Background: an optimization exercise with open tools, aiming at small area, a short achievable clock period and few clock cycles. Do not read the settings as production practice. Only simulation tests tie the RTL to the original design; equivalence was not proved.

// idct_top
module idct_top (
	input  logic                 clock,
	input  logic                 resetn,
	input  logic                 start_i,
	input  logic [4:0]           block_row_i,
	input  logic [5:0]           block_col_i,
	input  sram_pkg::sram_data_t sram_read_data_i,
	output sram_pkg::sram_addr_t sram_address_o,
	output sram_pkg::sram_data_t sram_write_data_o,
	output logic                 sram_we_n_o,
	output logic                 done_o
);
export LEC_CHECK = 0
export CAP_MARGIN = 20
export CORE_MARGIN = 2
export CORE_UTILIZATION = 65
export CTS_CLUSTER_DIAMETER = 100
export CTS_CLUSTER_SIZE = 24
export SETUP_SLACK_MARGIN = 5
export SLEW_MARGIN = 20
create_clock -name core_clock -period 13.0 [get_ports {clock}]
standard.sh (not shown) runs the stock make flow with config.mk's settings and CLKGATE_MAP_FILE= SYNTH_SCRIPT=/design/flow/synth_recipe.tcl, a recipe that flattens the netlist after the stock synthesis.
==> flow/flow/run.sh <==
#!/bin/bash
# The standard layout (standard.sh: ORFS from synthesis to the final
# layout), with timing repair aiming for a setup slack well above zero so
# that the layout reaches a shorter period than the 13 ns it is signed off at.
bash standard.sh SETUP_SLACK_MARGIN=9.3 finish > standard.log 2>&1
Testbench counts at the start, summed over its fixed seeds: cycles 34,304.
Rerun with:
--- a/flow/design.v
+++ b/flow/design.v
@@ -30,14 +30,13 @@
 	output logic                 done_o
 );
 	logic        busy;
 	logic [7:0]  slot;
 	logic [7:0]  ns;       
 	logic        go;       
-	logic [14:0] lp;       
-	logic [14:0] base;
+	logic [14:0] base;     
 	assign go = start_i && !busy;
 	assign ns = busy ? slot + 8'd1 : 8'd0;
 	logic [8:0] line_hi;
 	always_comb begin
 		case (block_row_i)
 			5'd0: line_hi = 9'd150;
@@ -128,20 +127,14 @@
 				end
 			end
 			we_q <= (busy || go) && (ns_wdir || ns_wbuf || ns_wlast);
 		end
 	end
 	always_ff @(posedge clock) begin
-		if (go)
-			lp <= base;
-		else if (busy && slot[3:0] == 4'd7)
-			lp <= lp + 15'd40;    
-		if (go)
-			addr_q <= {base, k_of(3'd0)};
-		else if (ns_rd)
-			addr_q <= {lp, k_of(ns[2:0])};
+		if (ns_rd)
+			addr_q <= {base + {6'd0, ns[6:4], 5'd0} + {8'd0, ns[6:4], 3'd0}, k_of(ns[2:0])};
 		else
 			addr_q <= {12'd0, ns_wrow, ns_wj};
 	end
 	assign sram_address_o = addr_q;
 	assign sram_we_n_o    = !we_q;
 	assign done_o         = done_q;
@@ -189,13 +182,13 @@
 			default:    lsel <= 2'b00;    
 		endcase
 		first <= ns_proc && ns_step[2:1] == 2'd0;
 		for (int x = 0; x < 4; x++)
 			flip[x] <= ns_proc && FLIP[8*x + ns_step];
 		cv_sub <= ns[3:0] == 4'd13 || ns[3:0] == 4'd15 || ns[3:0] == 4'd1 || ns[3:0] == 4'd3;
-		bshift <= ns[3:0] == 4'd15 || ns[3:0] <= 4'd3 || (ns[3:0] >= 4'd8 && ns[3:0] <= 4'd11);
+		bshift <= !(ns[3:0] >= 4'd4 && ns[3:0] <= 4'd6 || ns[3:0] >= 4'd12 && ns[3:0] <= 4'd14);
 	end
 	logic [23:0] x0, y0, z0, x1, y1, z1, x2, y2, z2, w2, x3, y3, z3;
 	always_comb begin
 		x0 = sx << 11;
 		case (lsel)
 			2'b00:   begin y0 = ~(t5 << 4); z0 = t5 << 3; end
@@ -250,23 +243,22 @@
 		cb_v = cv_sub ? ~v4 : v6;
 		cp   = r0 ^ cb_u ^ cb_v;
 		cm   = (r0 & cb_u) | (r0 & cb_v) | (cb_u & cb_v);
 		cq   = {cm[22:0], cv_sub};
 		cv   = cp + cq + {23'd0, cv_sub};
 	end
-	logic [15:0] bq1, bq2, bq3, bq4, wd_q;
+	logic [15:0] bq0, bq1, bq2, bq3, bq4;
 	always_ff @(posedge clock) begin
 		if (bshift) begin
-			bq1 <= bq2; bq2 <= bq3; bq3 <= bq4;
+			bq0 <= bq1; bq1 <= bq2; bq2 <= bq3; bq3 <= bq4;
 			bq4 <= cv[23:8];
 		end
-		if (ns_wdir || ns[7])
-			wd_q <= cv[23:8];
-		else if (bshift)
-			wd_q <= bq1;
 	end
+	logic [15:0] wd_q;
+	always_ff @(posedge clock)
+		wd_q <= (ns_wdir || ns[7]) ? cv[23:8] : bq0;
 	assign sram_write_data_o = wd_q;
 endmodule
 module bk_add #(
 	parameter int W = 16
 ) (
 	input  logic [W-1:0] a_i,
The new run ran to the end with no violations. Wire length shrinks by 1.4%. Via count shrinks by 1.7%. Final area is about the same. Global-route usage grows by 0.34 points. Die area shrinks by 0.79%. Sequential share of layout area shrinks by 0.39 points.
Testbench counts after the change, summed over its fixed seeds: cycles 34,304.

---

idct_top, a different RTL version from the one above (not shown whole).
For scale: ~2600 cells after synthesis, ~66 I/O pins.
Settings: LEC_CHECK=0, CAP_MARGIN=20, CORE_MARGIN=2, CORE_UTILIZATION=65, CTS_CLUSTER_DIAMETER=100, CTS_CLUSTER_SIZE=24, SETUP_SLACK_MARGIN=5, SLEW_MARGIN=20; clock period 13.0 ns.
Scripts as last shown in full above: flow/flow/run.sh
Testbench counts at the start, summed over its fixed seeds: cycles 34,304.
Next try:
--- a/flow/design.v
+++ b/flow/design.v
@@ -191,48 +191,47 @@
 		first <= ns_proc && ns_step[2:1] == 2'd0;
 		for (int x = 0; x < 4; x++)
 			flip[x] <= ns_proc && FLIP[8*x + ns_step];
 		cv_sub <= ns[3:0] == 4'd13 || ns[3:0] == 4'd15 || ns[3:0] == 4'd1 || ns[3:0] == 4'd3;
 		bshift <= !(ns[3:0] >= 4'd4 && ns[3:0] <= 4'd6 || ns[3:0] >= 4'd12 && ns[3:0] <= 4'd14);
 	end
 	logic [23:0] x0, y0, z0, x1, y1, z1, x2, y2, z2, w2, x3, y3, z3;
-	logic        m3;
 	always_comb begin
 		x0 = sx << 11;
 		case (lsel)
-			2'b00:   begin y0 = ~(t5 << 3); z0 = 24'd0;   end
+			2'b00:   begin y0 = ~(t5 << 4); z0 = t5 << 3; end
 			2'b01:   begin y0 = ~(t5 << 5); z0 = sx << 2; end
 			default: begin y0 = ~(t5 << 7); z0 = t5 << 3; end
 		endcase
 		case (lsel)
 			2'b00:   begin x1 = t3 << 9; y1 = t5 << 5; z1 = t3 << 1; end
 			2'b01:   begin x1 = t3 << 8; y1 = t5 << 1; z1 = t5;      end
 			default: begin x1 = t3 << 8; y1 = t5 << 7; z1 = t5 << 3; end
 		endcase
 		case (lsel)
 			2'b00:   begin x2 = sx << 10; y2 = t3 << 5; z2 = sx << 4; w2 = sx;    end
 			2'b01:   begin x2 = t3 << 8;  y2 = t5 << 1; z2 = t5;      w2 = 24'd0; end
 			default: begin x2 = sx << 10; y2 = t3 << 7; z2 = t5 << 3; w2 = 24'd0; end
 		endcase
 		case (lsel)
-			2'b00:   begin x3 = t3 << 7;  y3 = t5 << 1; z3 = t5;         m3 = 1'b0; end
-			2'b01:   begin x3 = sx << 11; y3 = sx << 2; z3 = ~(t5 << 5); m3 = 1'b1; end
-			default: begin x3 = t3 << 8;  y3 = t5 << 7; z3 = t5 << 3;    m3 = 1'b0; end
+			2'b00:   begin x3 = t3 << 7;  y3 = sx << 4; z3 = ~sx;        end
+			2'b01:   begin x3 = sx << 11; y3 = sx << 2; z3 = ~(t5 << 5); end
+			default: begin x3 = sx << 11; y3 = t5 << 3; z3 = ~(t5 << 7); end
 		endcase
 	end
 	logic [23:0] r0, r1, r2, r3;
 	logic [23:0] u4, u5, u6, u7, v4, v5, v6, v7;
 	logic [23:0] au0, au1, au2, au3, av0, av1, av2, av3;
 	ring_csa3 u_c0 (.first_i(first), .f_i(flip[0]), .ka_i(1'b1), .kb_i(flip[0]), .r_i(r0),
 		.x_i(x0), .y_i(y0), .z_i(z0), .u_o(au0), .v_o(av0));
 	ring_csa3 u_c1 (.first_i(first), .f_i(flip[1]), .ka_i(flip[1]), .kb_i(1'b0), .r_i(r1),
 		.x_i(x1), .y_i(y1), .z_i(z1), .u_o(au1), .v_o(av1));
 	ring_csa4 u_c2 (.first_i(first), .f_i(flip[2]), .k_i(flip[2]), .r_i(r2),
 		.x_i(x2), .y_i(y2), .z_i(z2), .w_i(w2), .u_o(au2), .v_o(av2));
-	ring_csa3 u_c3 (.first_i(first), .f_i(1'b0), .ka_i(m3), .kb_i(1'b0), .r_i(r3),
+	ring_csa3 u_c3 (.first_i(first), .f_i(1'b0), .ka_i(1'b1), .kb_i(1'b0), .r_i(r3),
 		.x_i(x3), .y_i(y3), .z_i(z3), .u_o(au3), .v_o(av3));
 	logic [23:0] rs4, rs5, rs6, rs7;
 	bk_add #(.W(24)) u_m4 (.a_i(u4), .b_i(v4), .c_i(1'b0), .s_o(rs4));
 	bk_add #(.W(24)) u_m5 (.a_i(u5), .b_i(v5), .c_i(1'b0), .s_o(rs5));
 	bk_add #(.W(24)) u_m6 (.a_i(u6), .b_i(v6), .c_i(1'b0), .s_o(rs6));
 	bk_add #(.W(24)) u_m7 (.a_i(u7), .b_i(v7), .c_i(1'b0), .s_o(rs7));
 	always_ff @(posedge clock) begin
What happened:
- The new run went through all stages and came out clean
- cell count went down by 0.32%
- final area stays flat
- via count came out lower by 0.84%
- wire length shrinks by 1.6%
- global-route usage goes down by 0.87 points
- register-to-register slack gets better by 0.06 ns
- non-clock buffer count goes down by 4
- fmax fell by 0.74%
Testbench counts after the change, summed over its fixed seeds: cycles 34,304.

port drivers added, routing unchanged:
In the flow no input, the clock included, has a driving cell. The finished layouts below were timed again as built, in two steps. Step 1 sets driving cells, clkbuf_16 on the clock port and buf_2 on the other inputs (assumed; they add their load-dependent delay and slew). Step 2 times the ports against the registers' clock, not the clock port: input delays grow and output delays shrink by t, the midpoint of the rising clock arrivals with the driver on. Three values: ideal, step 1, step 2; two values: the first two.
| run | t (ns) | setup WS [ns] | worst setup path after step 2 | worst data-port slew with drivers (ns) |
|---|---|---|---|---|
| the first run of note 1 | 0.629 | 9.274 / 9.217 / 8.826 | input to register | 0.03 |
| the second run of note 1 | 0.629 | 8.874 / 8.877 / 8.248 | input to register | 0.05 |
| the first run of note 2 | 0.643 | 9.284 / 9.223 / 8.787 | input to register | 0.04 |
| the second run of note 2 | 0.632 | 9.256 / 9.198 / 8.787 | input to register | 0.05 |
After both steps every run listed still meets setup and hold. For the second run of note 1, which loses most, drivers alone change the setup slack by +0.003 ns; drivers and shift together by -0.626 ns.
